This design comes from an exercise in tuning for small area on the open sky130 flow, not from production work.
Only simulation tests tie the RTL to the original design; equivalence was not proved.
The flow treats the clock pin as an ideal source, which a real chip does not have.
Power is estimated from default activity; no workload was simulated.

**flow/flow/run.sh**
```bash
#!/bin/bash
# Standard ORFS layout with: the port buffers made of the smallest buffer
# cell, IO pins one track apart (so a smaller die fits all 1166 ports), a
# clock tree of clkbuf_8 with larger sink clusters and no dummy loads, and
# buffer trees for high-fanout nets made of buffers no larger than buf_4.
set -euo pipefail
H=$PWD/flow/small_bufs.tcl
bash standard.sh \
  'BUFFER_PORTS_ARGS=-buffer_cell sky130_fd_sc_hd__buf_1' \
  'PLACE_PINS_ARGS=-min_distance 1 -min_distance_in_tracks' \
  'CTS_ARGS=-sink_clustering_enable -repair_clock_nets -dont_use_dummy_load -sink_clustering_size 18 -sink_clustering_max_diameter 70 -buf_list {sky130_fd_sc_hd__clkbuf_8}' \
  "PRE_GLOBAL_PLACE_TCL=$PWD/flow/gp_prep.tcl" "PRE_RESIZE_TCL=$H" "PRE_REPAIR_TIMING_POST_PLACE_TCL=$H" \
  "PRE_CTS_TCL=$H" "PRE_GLOBAL_ROUTE_TCL=$H" \
  finish > std_flow.log 2>&1
```
**flow/flow/gp_prep.tcl**
```tcl
# Before global placement: small buffers only, and drop synthesis's fanout
# buffers (the timing-driven placement would do the same) so that repair_design
# rebuilds those trees after placement.
source [file join [file dirname [info script]] small_bufs.tcl]
remove_buffers
```
**flow/flow/small_bufs.tcl**
```tcl
# Keep the resizer's buffer trees (the shift enable nets) to small buffers.
set_dont_use {sky130_fd_sc_hd__buf_6 sky130_fd_sc_hd__buf_8 sky130_fd_sc_hd__buf_12 sky130_fd_sc_hd__buf_16 sky130_fd_sc_hd__bufbuf_8 sky130_fd_sc_hd__bufbuf_16 sky130_fd_sc_hd__bufinv_8 sky130_fd_sc_hd__bufinv_16}
```
**flow/standard.sh**
```bash
#!/bin/bash
# synth_recipe.tcl (not shown) runs the flow's synth.tcl, then flattens the netlist and writes it again
# the make line also repeats each setting of config.mk as NAME=value (left out here)
make -C /OpenROAD-flow-scripts/flow DESIGN_CONFIG=/design/flow/config.mk WORK_HOME=/design/flow/orfs CLKGATE_MAP_FILE= SYNTH_SCRIPT=/design/flow/synth_recipe.tcl "${@:-finish}"
```
**flow/config.mk**
```make
export PLATFORM = sky130hd
export DESIGN_NAME = msu_out_collector
export DESIGN_NICKNAME = msu_out_collector
export VERILOG_FILES = /design/flow/design.v
export SDC_FILE = /design/flow/constraint.sdc
export NUM_CORES = 4
export LEC_CHECK = 0
export CAP_MARGIN = 20
export CORE_AREA = 5 5 265 265
export DIE_AREA = 0 0 270 270
export GPL_TIMING_DRIVEN = 0
export SLEW_MARGIN = 20
```
**flow/constraint.sdc**
```tcl
create_clock -name core_clock -period 4.0 [get_ports {clk}]
set_input_delay 0.8000 -clock core_clock [delete_from_list [all_inputs] [get_ports {clk}]]
set_output_delay 0.8000 -clock core_clock [all_outputs]
set_load 0.01 [all_outputs]
```
**flow/design.v**
```verilog
module msu_out_collector #(
    parameter int AXI_LEN        = 32,
    parameter int T_LEN          = 64,
    parameter int SQ_OUT_BITS    = 1024,
    parameter int TIMEOUT_CYCLES = 256
) (
    input  logic                   clk,
    input  logic                   reset,
    input  logic                   start_xfer,
    input  logic                   s_axis_tvalid,
    output logic                   s_axis_tready,
    input  logic [AXI_LEN-1:0]     s_axis_tdata,
    input  logic [AXI_LEN/8-1:0]   s_axis_tkeep,
    output logic                   res_valid,
    input  logic                   res_ready,
    output logic [T_LEN-1:0]       res_t,
    output logic [SQ_OUT_BITS-1:0] res_sq,
    output logic                   res_err,
    output logic                   res_timeout,
    output logic                   busy,
    output logic [31:0]            result_count
);
    localparam int T_WORDS   = T_LEN / AXI_LEN;
    localparam int SQ_WORDS  = SQ_OUT_BITS / AXI_LEN;
    localparam int OUT_COUNT = T_WORDS + SQ_WORDS;
    localparam int BUF_W     = T_LEN + SQ_OUT_BITS;
    localparam int CNT_W     = $clog2(OUT_COUNT);
    logic [BUF_W-1:0]   shift_reg;
    logic [CNT_W-1:0]   word_cnt_reg;
    logic               start_pending_reg;
    logic               tready_reg;
    logic               tready_n_reg;    
    logic               res_valid_reg;
    logic               res_err_reg;
    logic               busy_reg;
    logic [31:0]        result_count_reg;
    logic               accept;
    logic               last_word;
    logic               take;
    logic               begin_collect;
    logic               end_collect;
    localparam int STALL_W = $clog2(TIMEOUT_CYCLES);
    logic [STALL_W-1:0] stall_cnt_reg;
    logic               res_timeout_reg;
    logic               stall_end;
    assign stall_end = tready_reg && !s_axis_tvalid &&
                       (stall_cnt_reg == STALL_W'(TIMEOUT_CYCLES - 1));
    assign accept        = tready_reg && s_axis_tvalid;
    assign last_word     = (word_cnt_reg == CNT_W'(OUT_COUNT - 1));
    assign take          = res_valid_reg && res_ready;
    assign begin_collect = (!busy_reg && start_xfer) ||
                           (take && (start_pending_reg || start_xfer));
    assign end_collect   = (accept && last_word) || stall_end;
    logic hold;
    assign hold = tready_n_reg || !s_axis_tvalid;
    always_ff @(posedge clk) begin
        shift_reg <= (shift_reg & {BUF_W{hold}}) |
                     ({s_axis_tdata, shift_reg[BUF_W-1:AXI_LEN]} & {BUF_W{accept}});
    end
    always_ff @(posedge clk) begin
        if (begin_collect)
            word_cnt_reg <= '0;
        else if (accept)
            word_cnt_reg <= word_cnt_reg + CNT_W'(1);
    end
    always_ff @(posedge clk) begin
        if (begin_collect || accept)
            stall_cnt_reg <= '0;
        else
            stall_cnt_reg <= stall_cnt_reg + STALL_W'(1);
    end
    always_ff @(posedge clk or negedge reset) begin
        if (!reset) begin
            start_pending_reg <= 1'b0;
            tready_reg        <= 1'b0;
            tready_n_reg      <= 1'b1;
            res_valid_reg     <= 1'b0;
            res_err_reg       <= 1'b0;
            busy_reg          <= 1'b0;
            result_count_reg  <= '0;
            res_timeout_reg   <= 1'b0;
        end else begin
            if (begin_collect)
                start_pending_reg <= 1'b0;
            else if (busy_reg && start_xfer)
                start_pending_reg <= 1'b1;
            if (begin_collect)
                tready_reg <= 1'b1;
            else if (end_collect)
                tready_reg <= 1'b0;
            if (begin_collect)
                tready_n_reg <= 1'b0;
            else if (end_collect)
                tready_n_reg <= 1'b1;
            if (end_collect)
                res_valid_reg <= 1'b1;
            else if (take)
                res_valid_reg <= 1'b0;
            if (begin_collect)
                busy_reg <= 1'b1;
            else if (take)
                busy_reg <= 1'b0;
            if (begin_collect)
                res_err_reg <= 1'b0;
            else if ((accept && !(&s_axis_tkeep)) || stall_end)
                res_err_reg <= 1'b1;
            if (begin_collect)
                res_timeout_reg <= 1'b0;
            else if (stall_end)
                res_timeout_reg <= 1'b1;
            if (take)
                result_count_reg <= result_count_reg + 32'd1;
        end
    end
    assign s_axis_tready = tready_reg;
    assign res_valid     = res_valid_reg;
    assign res_err       = res_err_reg;
    assign busy          = busy_reg;
    assign result_count  = result_count_reg;
    assign res_t         = shift_reg[T_LEN-1:0];
    assign res_sq        = shift_reg[BUF_W-1:T_LEN];
    assign res_timeout = res_timeout_reg;
endmodule
```
==> results.yml, run 1 <==
floorplan:
  die_w_microns: 270
  start_util_pct: 51.7
  row_count: 95
  io_pins: 1166
  design.die.area_sq_mm: 0.0729
  dieHeight_microns: 270
  core_area_sq_mm: 0.0672
outcome:
  outcome: "no timing/DRC/antenna violations"
global_route:
  grt_max_degree: 82
  grt_pass1_wl_microns: 183000
  grt-ovfl-total: 0
  grt_pass1_vias: 26100
  antenna_found_initial: 3
  track_usage_pct: 32.9
pwr:
  power.total_mw: 34.6
  leakage_nw: 15.7
  peakVddDrop_mv: 0.556
  pwr_density_cell_mw_per_mm2: 858
routing:
  dr.pass1.iters: 5
  wire_per_inst_microns: 28.3
  ant_nets: 0
  drt-initial-drc-count: 2548
  via_per_inst: 6.16
  drt_wl_total_microns: 128000
  via_count: 27900
  drc: 0
timing:
  maxClockFrequency_mhz: 271
  worst_slew_pin_slew_ps: 956
  min_period_ps: 3690
  rsz0062_at_grt: "no"
  period_share_pct: 92.2
  fin_worst_skew_ps: 32.1
  setup_viol: 0
  timing.slew.headroom_pct: 36.2
  hold_viol_final: 0
  drv_slew: 0
critical_path:
  cp_slowest_stage_delay_ps: 640
  end_kind: "register"
  critPathRequiredTime_ps: 4630
  path_max_fanout: 67
  cp_cell_sequence: "and2_4, clkbuf_8, buf_4, clkbuf_8, buf_4, a22o_1"
  r2r-end: "shift_reg[591]$_DFF_P_"
  ff2ff_path_depth: 6
  r2r_start: "tready_reg$_DFFE_PN0P_"
  path_class: "reg2reg"
  slowest_stage: "and2_4"
  r2r_slack_ps: 310
  arrival_ps: 4320
  start_kind: "register"
synth:
  synth_edf_count: 0
  synth_seq_cells: 1141
  syn_inst: 2630
  yosysUniqueCellTypes: 32
  async_reset_ff_share_pct: 3.42
  synth_flop_cell: "dfxtp_1"
  avgSynthCellArea_sq_um: 13.2
  yosys_warnings: 1
  syn_area_sq_mm: 0.0347
  syn-num-nets: 2675
  ys_seq_area_share_pct: 66.4
hold_path:
  holdPathEnd: "shift_reg[1084]$_DFF_P_"
  min_path_cells: 2
  holdCritPathClass: "in2reg"
  worstHoldStart: "s_axis_tdata[28]"
cells_and_area:
  largest_reg_flops: 1088
  final_cells: 4535
  drive_above_1_share_pct: 3.31
  area_growth_pct: 16.5
  final_core_util_pct: 60.2
  fin_nets: 3706
place:
  portBuffers: 1165
  dp.cells: 4456
  hpwl_microns: 95200
  place.gp.congestion: 0.973
clocking:
  cts.sink_count: 1141
  tritoncts: "built"
  clk_pin_slew_worst_paths_ps: 120
  clock_latency_ps: 690
  cts_buffers: 73
flow_run:
  max_cap_viol_count: 0
==> cells in the final DEF, fill, tap and decap left out, types with 2 or more instances in the layout <==
cell and instances:
clkdlybuf4s15_2 2, a22o_1 1088, xnor2_1 29, dfxtp_1 1102, ha_1 4, xor2_1 13, inv_1 4, dfrtp_1 38
buf_4 28, a211oi_1 2, and2_1 2, nor4_4 3, a21oi_1 3, buf_1 1164, and3_1 3, nand4_1 12
nor3_1 6, nand3_1 16, clkbuf_8 77, diode_2 3, nand3_2 3, nand2_1 18, and4_1 2, nor2_1 25
or2_2 2
==> worst max path at each step <==
stage / startpoint / to / depth (start not counted)
after floorplan: s_axis_tvalid / shift_reg[1000]$_DFF_P_ / 6
after global placement: s_axis_tvalid / tready_reg$_DFFE_PN0P_ / 4
after detailed placement: s_axis_tvalid / shift_reg[622]$_DFF_P_ / 7
after CTS: tready_reg$_DFFE_PN0P_ / shift_reg[591]$_DFF_P_ / 6
after global routing: tready_reg$_DFFE_PN0P_ / shift_reg[591]$_DFF_P_ / 6
final: tready_reg$_DFFE_PN0P_ / shift_reg[591]$_DFF_P_ / 6
==> cells by family after synthesis <==
logic type	count (synthesis)	share of synthesized area, %
buf+inv	248	3.15
flops	1141	66.4
mux	2	0.0613
simple gates	96	1.54
xor+xnor	42	1.06
fa+ha+maj	4	0.144
compound gates	1097	27.6
==> cell usage after synthesis, types with 6 or more instances <==
| cell type | instances | area [sq um] |
|---|---|---|
| dfxtp_1 | 1102 | 22100 |
| a22o_1 | 1088 | 9530 |
| buf_2 | 129 | 646 |
| clkbuf_1 | 94 | 353 |
| dfrtp_1 | 38 | 951 |
| xnor2_1 | 29 | 254 |
| nor2_1 | 25 | 93.8 |
| buf_1 | 21 | 78.8 |
| nand2_1 | 19 | 71.3 |
| nand3_1 | 16 | 80.1 |
| xor2_1 | 13 | 114 |
| nand4_1 | 12 | 75.1 |
| nor3_1 | 6 | 30.0 |
==> worst max-delay path: cells and delay by family, from the launching register on <==
family | cells | cell delay [ps]
AOI/OAI and AO/OA | 1 | 250
buffers and inverters | 4 | 2180
DFF | 1 | 460
and+or+nand+nor | 1 | 640
==> metrics by stage <==
stage | TNS, ps | hold WS, ps | cell area, sq um | setup WS (ps)
floorplan | 0 | 430 | 34700 | 2140
global route | 0 | 269 | 40400 | 97.3
global placement | - | 442 | 39100 | -27590
detailed placement | -149830 | 452 | 39300 | -694
CTS | 0 | 262 | 40400 | 25.6
finish | 0 | 315 | 40400 | 313
==> cell type report <==
cell class / instances / area (sq um)
fill: 5724 / 26800
antenna: 3 / 7.51
inverter: 4 / 15.0
sequential: 1141 / 23000
timing repair buffer: 1200 / 4670
tap: 873 / 1090
clock buffer: 73 / 1000
multi-input combinational: 1241 / 10600
==> what timing repair did <==
item,in CTS,in global routing
endpoints found under the hold margin,3,0
setup buffers,0,0
setup endpoints to repair,193,201
gates resized for setup,0,4
cloned,2,0
hold buffers,1,0
==> power breakdown <==
group          switching (mW)  internal [mW]  leakage [nW]  total (mW)
Combinational            6.87           4.00          5.70        10.9
Clock                    3.38           1.66         0.525        5.04
Sequential               3.76           15.0          9.52        18.7
==> layer usage <==
layer / part of all wire [%] / up-vias / wire (microns) / track usage [%]
li1: - / 12100 / - / -
met1: 38 / 13800 / 49300 / 39.6
met2: 40 / 1566 / 51600 / 45.7
met3: 13 / 428 / 16500 / 17.0
met4: 8.5 / 0 / 11000 / 22.2
met5: 0 / - / 0 / 0.329
==> run 2: changes to the inputs <==
--- a/flow/config.mk
+++ b/flow/config.mk
@@ -7,6 +7,6 @@
 export LEC_CHECK = 0
 export CAP_MARGIN = 20
-export CORE_AREA = 5 5 265 265
-export DIE_AREA = 0 0 270 270
+export CORE_AREA = 5 5 253 253
+export DIE_AREA = 0 0 258 258
 export GPL_TIMING_DRIVEN = 0
 export SLEW_MARGIN = 20
==> run 2 against run 1 <==
Effect of this change:
- first-iteration DRC count rose by 8.7%
- combinational power barely moved
- critical path depth rose by 1
- highest routed layer is now met5
==> results.yml, run 2 <==
synth:
  yosys_warnings: 1
  syn-num-nets: 2675
  yosysTopAreaCell: "dfxtp_1"
  syn_area_sq_mm: 0.0347
  yosysMostFrequentCell: "dfxtp_1"
  async_reset_ff_share_pct: 3.42
  synth_top_cell_area_share_pct: 63.6
  yosysUniqueCellTypes: 32
  synth_flop_cell: "dfxtp_1"
  synth_seq_cells: 1141
  avgSynthCellArea_sq_um: 13.2
  synthTopCellsByCount: "1102 x dfxtp_1, 1088 x a22o_1, 129 x buf_2"
  synth_edf_count: 0
  ys_seq_area_share_pct: 66.4
  synth_area_leaders: "dfxtp_1 64%, a22o_1 27%, dfrtp_1 2.7%"
  syn_inst: 2630
routing:
  via_count: 27900
  ant_nets: 0
  wire_per_inst_microns: 28.1
  drc: 0
  drt-initial-drc-count: 2770
  via_per_inst: 6.28
  drt_wl_total_microns: 125000
  dr.pass1.iters: 5
outcome:
  outcome: "no timing/DRC/antenna violations"
place:
  place_ws_ps: -753
  dp.cells: 4374
  place.gp.congestion: 0.945
  dpl_cell_area_sq_mm: 0.0392
  hpwl_microns: 91900
  portBuffers: 1165
global_route:
  track_usage_pct: 34.9
  grt_max_degree: 84
  antenna_found_initial: 2
  grt_pass1_vias: 26300
  grt_pass1_wl_microns: 178000
  grt-ovfl-total: 0
timing:
  maxClockFrequency_mhz: 273
  layout_setup_ws_ps: 336
  min_period_ps: 3660
  hold_slack_ps: 320
  hold_viol_final: 0
  worst_slew_pin_slew_ps: 1070
  fin_worst_skew_ps: 43.4
  rsz0062_at_grt: "no"
  period_share_pct: 91.6
  timing.slew.headroom_pct: 28.6
  drv_slew: 0
  tns_ps: 0
  setup_viol: 0
cells_and_area:
  nFillCells: 4915
  fin_nets: 3707
  layout_commonest_cell: "buf_1"
  drive_above_1_share_pct: 3.33
  final_cells: 4453
  largest_reg_flops: 1088
  regArea_sq_mm: 0.0230
  final_cell_mix: "1164 x buf_1, 1102 x dfxtp_1, 1088 x a22o_1"
  area_growth_pct: 16.1
  fin_area_sq_mm: 0.0403
  multiInputGateArea_sq_mm: 0.0106
critical_path:
  arrival_ps: 4280
  r2r_start: "tready_n_reg$_DFFE_PN1P_"
  path_max_fanout: 81
  end_kind: "register"
  ff2ff_path_depth: 7
  r2r_slack_ps: 340
  r2r-end: "shift_reg[621]$_DFF_P_"
  path_class: "reg2reg"
  critPathRequiredTime_ps: 4620
  start_kind: "register"
clocking:
  cts.sink_count: 1141
  tritoncts: "built"
  cts_setup_buffers: 0
  cts_buffers: 73
  clock_latency_ps: 680
  clk_pin_slew_worst_paths_ps: 120
floorplan:
  core_area_sq_mm: 0.0614
  design.die.area_sq_mm: 0.0666
  row_count: 91
  start_util_pct: 56.5
  dieHeight_microns: 258
  die_w_microns: 258
  io_pins: 1166
hold_path:
  min_path_cells: 2
  holdPathEnd: "shift_reg[1072]$_DFF_P_"
  holdCritPathClass: "in2reg"
  worstHoldStart: "s_axis_tdata[16]"
pwr:
  leakage_nw: 15.7
  pwr_density_cell_mw_per_mm2: 859
  peakVddDrop_mv: 0.618
flow_run:
  max_cap_viol_count: 0
[run 2: how the worst max path moves through the flow]
stage | startpoint | to | cells after the start
floorplan | s_axis_tvalid | shift_reg[1000]$_DFF_P_ | 6
global route | tready_n_reg$_DFFE_PN1P_ | shift_reg[621]$_DFF_P_ | 7
finish | tready_n_reg$_DFFE_PN1P_ | shift_reg[621]$_DFF_P_ | 7
CTS | tready_reg$_DFFE_PN0P_ | shift_reg[395]$_DFF_P_ | 6
detailed placement | s_axis_tvalid | shift_reg[35]$_DFF_P_ | 7
global placement | s_axis_tvalid | tready_reg$_DFFE_PN0P_ | 4
[run 2: cell type report]
| type | instances | share of cell area [%] |
|---|---|---|
| Antenna cell | 3 | 0.0186 |
| Clock buffer | 73 | 2.49 |
| Inverter | 4 | 0.0373 |
| Multi-Input combinational cell | 1241 | 26.2 |
| Sequential cell | 1141 | 57.2 |
| Tap cell | 790 | 2.45 |
| Timing Repair Buffer | 1201 | 11.6 |
[run 2: power by group]
group	total, mW	internal (mW)	switching [mW]
clock	5.02	1.66	3.37
combinational	10.8	4.00	6.82
sequential	18.8	15.0	3.80
total	34.6	20.6	14.0
[run 2: cells by family (layout without fill, tap and decap cells)]
group	after synthesis	in the layout	synth area share, %
DFF	1141	1141	66.4
buffers and inverters	248	1278	3.15
other	0	3	0
adders and majority gates	4	4	0.144
and+or+nand+nor	96	96	1.54
muxes	2	2	0.0613
xor gates and xnor gates	42	42	1.06
AOI/OAI and AO/OA	1097	1097	27.6
[run 2: timing repair]
| action | in CTS | in global routing |
|---|---|---|
| hold endpoints to repair | 12 | 0 |
| cloned | 2 | 0 |
| hold buffers | 1 | 0 |
| resized for setup | 1 | 4 |
| endpoints found under the setup margin | 79 | 195 |
[run 2: critical path: stages, from the launching register on]
cell	delay, ps
dfstp_2	540
inv_1	70
nand2_4	370
buf_4	500
buf_4	580
buf_4	650
clkbuf_8	570
a22o_1	220
[run 2: per-layer routing]
| metal | vias to the layer above | track usage, % | wire [microns] |
|---|---|---|---|
| li1 | 12100 | - | - |
| met1 | 13800 | 42.3 | 46800 |
| met2 | 1611 | 49.3 | 51400 |
| met3 | 454 | 16.4 | 16500 |
| met4 | 2 | 23.7 | 10100 |
| met5 | - | 0.877 | 48 |
[run 2: per-stage QoR]
| stage | power, mW | util, % |
|---|---|---|
| floorplan | 23.5 | - |
| global placement | 21.7 | 63.5 |
| detailed placement | 29.2 | 63.9 |
| CTS | 34.2 | 65.6 |
| global route | 36.0 | 65.6 |
| finish | 34.6 | 65.7 |

-- port drivers added, routing unchanged --
The flow's constraints put no driver on any port. The routed layouts listed below were extracted and timed again, unchanged, in two steps. Step 1 (the two cells are an assumption about what drives the block):
set clk [get_ports {clk}]
set_driving_cell -lib_cell sky130_fd_sc_hd__clkbuf_16 $clk
set_driving_cell -lib_cell sky130_fd_sc_hd__buf_2 [delete_from_list [all_inputs] $clk]
Step 2, shift: input delay + t, output delay - t, t = (earliest + latest rising clock arrival at the registers) / 2. This alone moves slack from input paths to output paths. Three values: no drivers, after step 1, after step 2; two values: the first two.
run | t, ns | setup slack, ns | worst setup path after step 2 | latest minus earliest clock arrival (ns) | cell pins on the clock port's net
run 1 | 0.738 | 0.313 / 0.313 / -0.352 | input to register | 0.045 / 0.045 | 1
run 2 | 0.714 | 0.336 / 0.336 / -0.332 | input to register | 0.052 / 0.052 | 1
With both steps, setup timing fails in run 1 and run 2, where it was met with ideal ports. For run 2, which loses most, drivers alone change the setup slack by 0.000 ns; drivers and shift together by -0.668 ns.
